Context: an optimization exercise on an open-source flow, tuned for small area. The choices shown serve that exercise and are no tape-out recipe. The RTL was checked by simulation tests, not by an equivalence proof against the original design. The flow treats the clock pin as an ideal source, which a real chip does not have. Power is estimated from default activity; no workload was simulated.

== run A ==
==> flow/design.v (excerpt) <==
module systolic_ctrl (
    input  logic        CLK,
    input  logic        RST,
    input  logic [23:0] instr_in,
    output logic        instr_stall,
    output logic [79:0] sram_input,
    output logic [79:0] sram_weight,
    output logic [1:0]  systolic_en_row_id,
    output logic [3:0]  systolic_en_w,
    output logic        wb_valid,
    output logic [15:0] wb_data,
    output logic        flag_finish
);
For scale: roughly 730 cells after synthesis, ~210 I/O pins.
export LEC_CHECK = 0
export ABC_AREA = 1
export CAP_MARGIN = 20
export CORE_MARGIN = 2
export CORE_UTILIZATION = 40
export CTS_BUF_LIST = sky130_fd_sc_hd__clkbuf_8
export SLEW_MARGIN = 20
create_clock -name core_clock -period 8.0 [get_ports {CLK}]
standard.sh (not shown) runs the stock make flow with config.mk's settings and CLKGATE_MAP_FILE= SYNTH_SCRIPT=/design/flow/synth_recipe.tcl, a recipe that flattens the netlist after the stock synthesis.
==> flow/flow/run.sh <==
#!/bin/bash
# Standard ORFS layout with three changes: ABC's area script replaced by a deeper one
# (flow/abc_area.script), the smallest buffer cell on every port, no dummy clock loads, and
# clock buffers shrunk after CTS where the clock-pin slew allows (flow/cts_downsize.tcl).
set -euo pipefail
W=$PWD
rm -rf "$W/scripts_local"
cp -r "$FLOW_HOME/scripts" "$W/scripts_local"
cp "$W/flow/abc_area.script" "$W/scripts_local/abc_area.script"
export SCRIPTS_DIR="$W/scripts_local"
export BUFFER_PORTS_ARGS="-buffer_cell sky130_fd_sc_hd__buf_1"
export CTS_ARGS="-sink_clustering_enable -repair_clock_nets -dont_use_dummy_load -buf_list sky130_fd_sc_hd__clkbuf_8"
export POST_CTS_TCL="$W/flow/cts_downsize.tcl"
bash standard.sh > standard.log 2>&1
==> flow/flow/abc_area.script <==
strash
&get -n
&deepsyn -T 120
&put
balance -l
resub -K 6 -l
rewrite -l
resub -K 6 -N 2 -l
refactor -l
resub -K 8 -l
balance -l
resub -K 8 -N 2 -l
rewrite -l
resub -K 10 -l
rewrite -z -l
resub -K 10 -N 2 -l
balance -l
resub -K 12 -l
refactor -z -l
resub -K 12 -N 2 -l
rewrite -z -l
balance -l
dch -f
amap
topo
==> flow/flow/cts_downsize.tcl <==
# POST_CTS hook: shrink each clock buffer CTS inserted to the smallest clkbuf that keeps
# every flip-flop clock pin's estimated slew under the limit.
set limit_ps 110.0
proc my_clk_worst_slew {} {
  set w 0.0
  foreach pin [get_pins -hierarchical */CLK] {
    foreach an {max min} {
      foreach e {rise fall} {
        set s [expr {1000.0 * [get_property $pin slew_${an}_$e]}]
        if {$s > $w} { set w $s }
      }
    }
  }
  return $w
}
estimate_parasitics -placement
set block [ord::get_db_block]
set start [my_clk_worst_slew]
puts "cts_downsize: worst clock pin slew before: $start"
foreach inst [$block getInsts] {
  set name [$inst getName]
  if {![string match clkbuf_* $name]} { continue }
  set orig [[$inst getMaster] getName]
  foreach cand {sky130_fd_sc_hd__clkbuf_2 sky130_fd_sc_hd__clkbuf_4} {
    if {$cand eq $orig} { break }
    replace_cell [get_cells $name] $cand
    estimate_parasitics -placement
    set w [my_clk_worst_slew]
    if {$w <= $limit_ps} {
      puts "cts_downsize: $name $orig -> $cand (worst slew $w)"
      set orig ""
      break
    }
    replace_cell [get_cells $name] $orig
  }
}
estimate_parasitics -placement
puts "cts_downsize: worst clock pin slew after: [my_clk_worst_slew]"
Here is what was changed in the inputs of run B compared with run A.
- CORE_UTILIZATION now 60, was 40
- PLACE_DENSITY now 0.7, previously not set
[summary]
Run B: flow completed, timing, DRC and antenna clean. Taking run A as the reference, in run B core utilization climbed 24 points; routed via count divided by cell count climbed about 12%. Of run B and run A, it is run B that has the higher post-route worst hold slack. The sequential share of layout area of run B is higher than that of run A. On run B: half-perimeter wire length of the detailed placement result is 320 um lower than what run A gave. Summary of run B over run A: relative area of clock buffers and inverters in the final design about even, post-layout worst setup margin now sits higher, fraction of the cycle the final worst path needs stayed essentially flat.
The inputs of run C differ from those of run B as listed below.
- PLACE_DENSITY: 0.7 -> unset
- CORE_UTILIZATION: 60 -> 40
==> flow/flow/run.sh <==
#!/bin/bash
# Standard ORFS layout with these changes: ABC's area script replaced by a deeper one
# (flow/abc_area.script); the smallest buffer cell on every port and on outputs that share a
# net after synthesis; no dummy clock loads; and clock buffers shrunk after CTS where the
# clock-pin slew allows (flow/cts_downsize.tcl). Each tool's log stays under orfs/logs/.
set -euo pipefail
W=$PWD
rm -rf "$W/scripts_local"
cp -r "$FLOW_HOME/scripts" "$W/scripts_local"
cp "$W/flow/abc_area.script" "$W/scripts_local/abc_area.script"
sed -i 's/insbuf -buf {\*}\$::env(MIN_BUF_CELL_AND_PORTS)/insbuf -buf sky130_fd_sc_hd__buf_1 A X/' \
  "$W/scripts_local/synth.tcl"
grep -q "insbuf -buf sky130_fd_sc_hd__buf_1 A X" "$W/scripts_local/synth.tcl"
export SCRIPTS_DIR="$W/scripts_local"
export BUFFER_PORTS_ARGS="-buffer_cell sky130_fd_sc_hd__buf_1"
export CTS_ARGS="-sink_clustering_enable -repair_clock_nets -dont_use_dummy_load -buf_list sky130_fd_sc_hd__clkbuf_8"
export POST_CTS_TCL="$W/flow/cts_downsize.tcl"
bash standard.sh > standard.log 2>&1
## What came out
- Sort run B and run C by detailed-route vias per instance desc -> top: run B
- Looking only at sequential cell area share, and setting everything else aside, the lower value of run B and run C goes to run C.
- Taking run B as the reference point, the share of total power in the clock network of run C falls by 0.2 points.
- Re wire length of the first global-routing pass: run B was lower than run C.
- Changes observed in run C relative to run B: x dimension of the die +21%, total internal power ~0 delta, layout-stage area growth over the synthesis result +2.1 points, share of power burned in combinational logic ~0 delta, adder and majority gate portion of the synthesized area ~0 delta.
- Run C ended with less total number of vias than run B.

========
build 58:
The RTL this note starts from:
==> flow/design.v <==
package sa_ctrl_pkg;
    localparam int PE_ROW = 4;
    localparam int PE_COL = 4;
    localparam int DATA_W   = 8;
    localparam int ADDR_W   = 10;
    localparam int SEL_W    = 2;
    localparam int FIELD_W  = 12;
    localparam int OPC_W    = 3;
    localparam int PRM_ID_W = 4;
    localparam int PARAM_W  = 16;
    localparam int PSUM_W   = 16;
    localparam int RUN_W    = $clog2(PE_ROW) + 1;  
    localparam int ROW_ID_W = $clog2(PE_ROW);
    localparam logic [OPC_W-1:0] OPC_NOP     = 3'd0;
    localparam logic [OPC_W-1:0] OPC_PARAM   = 3'd1;
    localparam logic [OPC_W-1:0] OPC_LDSRAM  = 3'd2;
    localparam logic [OPC_W-1:0] OPC_STSRAM  = 3'd3;  
    localparam logic [OPC_W-1:0] OPC_EX      = 3'd4;
    localparam logic [OPC_W-1:0] OPC_WBPARAM = 3'd6;
    localparam logic [PRM_ID_W-1:0] PRM_S     = 4'd0;
    localparam logic [PRM_ID_W-1:0] PRM_OC    = 4'd1;
    localparam logic [PRM_ID_W-1:0] PRM_IC    = 4'd2;
    localparam logic [PRM_ID_W-1:0] PRM_TRG   = 4'd3;
    localparam logic [PRM_ID_W-1:0] PRM_IC_WH = 4'd4;  
    localparam logic [DATA_W-1:0] TRG_ISRAM = 8'd0;
    localparam logic [DATA_W-1:0] TRG_WSRAM = 8'd1;
    localparam logic [DATA_W-1:0] TRG_PSRAM = 8'd2;
    localparam int DRAIN_CYCLES = PE_ROW + PE_COL;  
    typedef union packed {
        struct packed {
            logic [FIELD_W-PRM_ID_W-1:0] pad;
            logic [PRM_ID_W-1:0]         id;
        } prm;
        struct packed {
            logic [SEL_W-1:0]  sel;
            logic [ADDR_W-1:0] addr;
        } loc;
    } instr_field_u;
    typedef struct packed {
        logic              valid;
        logic [OPC_W-1:0]  opc;
        instr_field_u      fld;
        logic [DATA_W-1:0] data;
    } instr_t;
    typedef struct packed {
        logic   valid;
        instr_t instr;
    } cmd_t;
    typedef struct packed {
        logic              valid;
        logic [RUN_W-1:0]  run_ic;
        logic [RUN_W-1:0]  run_oc;
        logic [ADDR_W-1:0] base_i;
        logic [ADDR_W-1:0] base_w;
        logic              last;
    } tile_t;
    typedef struct packed {
        logic [PE_ROW-1:0]        we;
        logic [PE_ROW-1:0]        en;
        logic [PE_ROW*ADDR_W-1:0] addr;
        logic [PE_ROW*DATA_W-1:0] din;
    } sram_wr_t;
    typedef struct packed {
        logic [PARAM_W-1:0] s;
        logic [PARAM_W-1:0] oc;
        logic [PARAM_W-1:0] ic;
    } layer_prm_t;
endpackage
`timescale 1ns/1ps
module systolic_ctrl (
    input  logic        CLK,
    input  logic        RST,
    input  logic [23:0] instr_in,
    output logic        instr_stall,
    output logic [79:0] sram_input,
    output logic [79:0] sram_weight,
    output logic [1:0]  systolic_en_row_id,
    output logic [3:0]  systolic_en_w,
    output logic        wb_valid,
    output logic [15:0] wb_data,
    output logic        flag_finish
);
    localparam logic [2:0] S_IDLE  = 3'd0,  
                           S_START = 3'd1,  
                           S_WAIT  = 3'd2,  
                           S_PL    = 3'd3,  
                           S_RUN   = 3'd4,  
                           S_DRAIN = 3'd5,  
                           S_DONE  = 3'd6;  
    logic        cmd_vld;    
    logic        post;       
    logic [2:0]  opc;
    logic [11:0] fld;        
    logic [7:0]  dat;        
    logic [7:0]  trg;
    logic [7:0]  prm_s, prm_oc;
    logic [15:0] prm_ic;
    logic [2:0]  st;
    logic [7:0]  cnt;
    logic [13:0] d_ic;       
    logic [5:0]  d_oc;       
    logic busy;
    assign busy        = (st != S_IDLE);
    assign instr_stall = cmd_vld | busy;
    logic exe_prm, exe_ex;
    assign exe_prm = cmd_vld && (opc == 3'd1);
    assign exe_ex  = cmd_vld && (opc == 3'd4);
    logic [9:0] base_i, base_w;
    assign base_i = fld[9:0];
    assign base_w = {fld[11:10], dat};
    logic ic_nz, oc_nz, ic_more, oc_more, ic_zero, oc_zero, last;
    assign ic_nz   = |d_ic;
    assign oc_nz   = |d_oc;
    assign ic_more = (|d_ic[13:1]) || (d_ic[0] && |prm_ic[1:0]);
    assign oc_more = (|d_oc[5:1])  || (d_oc[0] && |prm_oc[1:0]);
    assign ic_zero = !ic_nz && (prm_ic[1:0] == 2'd0);
    assign oc_zero = !oc_nz && (prm_oc[1:0] == 2'd0);
    assign last    = (!ic_more && !oc_more) || ic_zero || oc_zero;
    logic [2:0] run_ic;
    logic [3:0] ic_mask, oc_mask;
    assign run_ic  = ic_nz ? 3'd4 : {1'b0, prm_ic[1:0]};
    assign ic_mask = ic_nz ? 4'hf : ~(4'hf << prm_ic[1:0]);
    assign oc_mask = oc_nz ? 4'hf : ~(4'hf << prm_oc[1:0]);
    logic pre, load, run;
    assign pre  = (st == S_PL) && !cnt[0];
    assign load = (st == S_PL) &&  cnt[0];
    assign run  = (st == S_RUN);
    logic [7:0] cnt_inc;
    assign cnt_inc = cnt + 8'd1;
    always_ff @(posedge CLK or posedge RST) begin
        if (RST) begin
            cmd_vld <= 1'b0;
            post    <= 1'b0;
            st      <= S_IDLE;
        end else begin
            cmd_vld <= !instr_stall && instr_in[23];
            post    <= cmd_vld;
            case (st)
                S_IDLE:  if (exe_ex) st <= S_START;
                S_START: st <= S_WAIT;
                S_WAIT:  st <= (ic_zero || oc_zero) ? S_DONE : S_PL;
                S_PL:    if (cnt[2:0] == 3'd7) st <= (prm_s == 8'd0) ? S_DRAIN : S_RUN;
                S_RUN:   if (cnt_inc == prm_s) st <= S_DRAIN;
                S_DRAIN: if (cnt[2:0] == 3'd7) st <= S_DONE;
                default: st <= last ? S_IDLE : S_WAIT;
            endcase
        end
    end
    always_ff @(posedge CLK) begin
        if (st == S_WAIT || (st == S_PL && cnt[2:0] == 3'd7) || (run && cnt_inc == prm_s)) begin
            cnt <= '0;
        end else begin
            cnt <= cnt_inc;
        end
    end
    always_ff @(posedge CLK or posedge RST) begin
        if (RST) begin
            prm_s  <= '0;
            prm_oc <= '0;
            prm_ic <= '0;
            trg    <= '0;
        end else if (exe_prm) begin
            case (fld[3:0])
                4'd0: prm_s  <= dat;
                4'd1: prm_oc <= dat;
                4'd2: prm_ic <= {8'd0, dat};
                4'd3: trg    <= dat;
                4'd4: prm_ic[15:8] <= dat;
                default: ;
            endcase
        end
    end
    always_ff @(posedge CLK) begin
        if (!instr_stall) begin
            {opc, fld, dat} <= instr_in[22:0];
        end else if (st == S_START) begin
            fld <= '0;
            dat <= '0;
        end else if (run) begin
            fld[9:0] <= base_i + 10'd1;
        end else if (st == S_DONE) begin
            if (!ic_more) fld[9:0] <= '0;
            {fld[11:10], dat} <= base_w + {7'd0, run_ic};
        end
    end
    always_ff @(posedge CLK) begin
        if (st == S_START) begin
            d_ic <= prm_ic[15:2];
            d_oc <= prm_oc[7:2];
        end else if (st == S_DONE) begin
            if (ic_more) begin
                d_ic <= d_ic - 14'd1;
            end else begin
                d_ic <= prm_ic[15:2];
                d_oc <= d_oc - 6'd1;
            end
        end
    end
    logic       ld, ld_i, ld_w;
    logic [3:0] sel, we_i, we_w, en_i, rd_w;
    logic [9:0] w_addr;
    assign ld     = post && (opc == 3'd2);
    assign ld_i   = ld && (trg == 8'd0);
    assign ld_w   = ld && (trg == 8'd1);
    assign sel    = 4'b0001 << fld[11:10];
    assign we_i   = {4{ld_i}} & sel;
    assign we_w   = {4{ld_w}} & sel;
    assign en_i   = we_i | ({4{run}} & ic_mask);
    assign rd_w   = {4{pre}} & oc_mask;
    assign w_addr = base_w + {8'd0, cnt[2:1]};
    always_comb begin
        sram_input[79:76]  = we_i;
        sram_input[75:72]  = en_i;
        sram_weight[79:76] = we_w;
        sram_weight[75:72] = we_w | rd_w;
        for (int i = 0; i < 4; i++) begin
            sram_input[32 + i*10 +: 10]  = en_i[i] ? fld[9:0] : 10'd0;
            sram_weight[32 + i*10 +: 10] = we_w[i] ? fld[9:0] : (rd_w[i] ? w_addr : 10'd0);
            sram_input[i*8 +: 8]         = we_i[i] ? dat : 8'd0;
            sram_weight[i*8 +: 8]        = we_w[i] ? dat : 8'd0;
        end
    end
    assign systolic_en_w      = {4{load}};
    assign systolic_en_row_id = load ? cnt[2:1] : 2'd0;
    assign wb_valid = post && (opc == 3'd6) && (fld[3:2] == 2'd0);
    always_comb begin
        case (fld[1:0])
            2'd0:    wb_data = {8'd0, prm_s};
            2'd1:    wb_data = {8'd0, prm_oc};
            2'd2:    wb_data = prm_ic;
            default: wb_data = {8'd0, trg};
        endcase
    end
    assign flag_finish = (st == S_DONE) && last;
endmodule
==> flow/config.mk <==
export PLATFORM = sky130hd
export DESIGN_NAME = systolic_ctrl
export DESIGN_NICKNAME = systolic_ctrl
export VERILOG_FILES = /design/flow/design.v
export SDC_FILE = /design/flow/constraint.sdc
export NUM_CORES = 4
export LEC_CHECK = 0
export CAP_MARGIN = 20
export CORE_MARGIN = 2
export CORE_UTILIZATION = 40
export SLEW_MARGIN = 20
==> flow/constraint.sdc <==
create_clock -name core_clock -period 8.0 [get_ports {CLK}]
set_input_delay 1.6000 -clock core_clock [delete_from_list [all_inputs] [get_ports {CLK}]]
set_output_delay 1.6000 -clock core_clock [all_outputs]
set_load 0.01 [all_outputs]
run.sh (not shown) runs the stock make flow with config.mk's settings and CLKGATE_MAP_FILE= SYNTH_SCRIPT=/design/flow/synth_recipe.tcl, a recipe that flattens the netlist after the stock synthesis.
Stock flow here: none of the scripts above is used.
Edits applied to the flow inputs when going from build 58 to build 6:
==> flow/flow/run.sh (new file) <==
#!/bin/bash
# Standard ORFS layout with two changes: ABC's area script replaced by an amap-based one
# (flow/abc_area.script), and the smallest buffer cell on every port.
set -euo pipefail
W=$PWD
rm -rf "$W/scripts_local"
cp -r "$FLOW_HOME/scripts" "$W/scripts_local"
cp "$W/flow/abc_area.script" "$W/scripts_local/abc_area.script"
export SCRIPTS_DIR="$W/scripts_local"
export BUFFER_PORTS_ARGS="-buffer_cell sky130_fd_sc_hd__buf_1"
bash standard.sh > standard.log 2>&1
==> flow/flow/abc_area.script (new file) <==
strash
dc2
dch -f
amap -m
topo
==> flow/standard.sh (new file) <==
#!/bin/bash
# synth_recipe.tcl (not shown) runs the flow's synth.tcl, then flattens the netlist and writes it again
# the make line also repeats each setting of config.mk as NAME=value (left out here)
make -C /OpenROAD-flow-scripts/flow DESIGN_CONFIG=/design/flow/config.mk WORK_HOME=/design/flow/orfs CLKGATE_MAP_FILE= SYNTH_SCRIPT=/design/flow/synth_recipe.tcl "${@:-finish}"
--- a/flow/config.mk
+++ b/flow/config.mk
@@ -6,6 +6,8 @@
 export NUM_CORES = 4
 export LEC_CHECK = 0
+export ABC_AREA = 1
 export CAP_MARGIN = 20
 export CORE_MARGIN = 2
 export CORE_UTILIZATION = 40
+export CTS_BUF_LIST = sky130_fd_sc_hd__clkbuf_8
 export SLEW_MARGIN = 20
removed: flow/run.sh
==> run summary <==
sram_input[37] as the end of the critical path was reported by build 58, and sram_weight[50] by build 6.
Setup slack: build 6 less than build 58
Build 6 vs. build 58: wire length of the first global-routing pass shows a reduction of 1.8%; post-route clock period utilization +0.45 points.
Build 58 was larger in final cell area than build 6.
Higher non-clock buffer total of the final layout among build 6 and build 58: build 58
Build 6 | stages: all done | timing, DRC, antenna: all pass
NOTE fmax build 58->build 6 decreased slightly
Against build 58, build 6 reports a total vias in the final route that is higher.
Build 6 vs build 58, part of the power in the clock network went down by 9.1 points.
Changes in build 51 relative to build 6:
==> flow/flow/run.sh <==
#!/bin/bash
# Standard ORFS layout with three changes: ABC's area script replaced by a deeper one
# (flow/abc_area.script), the smallest buffer cell on every port, and no dummy clock loads.
set -euo pipefail
W=$PWD
rm -rf "$W/scripts_local"
cp -r "$FLOW_HOME/scripts" "$W/scripts_local"
cp "$W/flow/abc_area.script" "$W/scripts_local/abc_area.script"
export SCRIPTS_DIR="$W/scripts_local"
export BUFFER_PORTS_ARGS="-buffer_cell sky130_fd_sc_hd__buf_1"
export CTS_ARGS="-sink_clustering_enable -repair_clock_nets -dont_use_dummy_load -buf_list sky130_fd_sc_hd__clkbuf_8"
bash standard.sh > standard.log 2>&1
==> flow/flow/abc_area.script <==
strash
&get -n
&deepsyn -T 120
&put
balance -l
resub -K 6 -l
rewrite -l
resub -K 6 -N 2 -l
refactor -l
resub -K 8 -l
balance -l
resub -K 8 -N 2 -l
rewrite -l
resub -K 10 -l
rewrite -z -l
resub -K 10 -N 2 -l
balance -l
resub -K 12 -l
refactor -z -l
resub -K 12 -N 2 -l
rewrite -z -l
balance -l
dch -f
amap
topo
==> comparison <==
Relative to build 6, layout net count increased by 14 in build 51.
Build 51 against build 6; wire length of the first global-routing pass is down by a few percent.
Build 51 — final-layout fill cell count about 1.7% lower, build 6 as reference
Looking at post-synthesis to final-layout area growth across build 6 and build 51, the one that comes out higher is build 6.
Comparing build 6 and build 51, the higher summed instance area of the synthesized netlist was measured on build 6.
Build 51 vs. build 6: portion of the clock cycle consumed by the worst path in the final layout moved down, final core area utilization moved down, wire length moved down, clock distribution area overhead in the final layout moved down.

-- what the ideal ports hide --
No port has a modelled driver above. Below, the same layouts with a new extraction and two added sets of constraints.
Step 1 sets driving cells, clkbuf_16 on the clock port and buf_2 on the other inputs (assumed; they add their load-dependent delay and slew).
Step 2 times the ports against the registers' clock, not the clock port: input delays grow and output delays shrink by t, the midpoint of the rising clock arrivals with the driver on.
Slacks: ideal ports / drivers / drivers and shift; pairs: ideal ports / drivers.
| run | shift t [ns] | setup slack, ns | clock arrival spread, ns | pins driven straight from the clock port |
|---|---|---|---|---|
| run A | 0.589 | 3.010 / 2.980 / 3.569 | 0.021 / 0.022 | 1 |
| run B | 0.596 | 3.014 / 2.979 / 3.575 | 0.028 / 0.028 | 1 |
| run C | 0.585 | 2.866 / 2.837 / 3.421 | 0.029 / 0.029 | 1 |
| build 58 | 0.401 | 2.585 / 2.540 / 2.941 | 0.011 / 0.011 | 1 |
| build 6 | 0.418 | 2.549 / 2.512 / 2.930 | 0.010 / 0.010 | 1 |
| build 51 | 0.405 | 2.631 / 2.590 / 2.996 | 0.029 / 0.029 | 1 |
After both steps setup and hold are still met in every run listed.
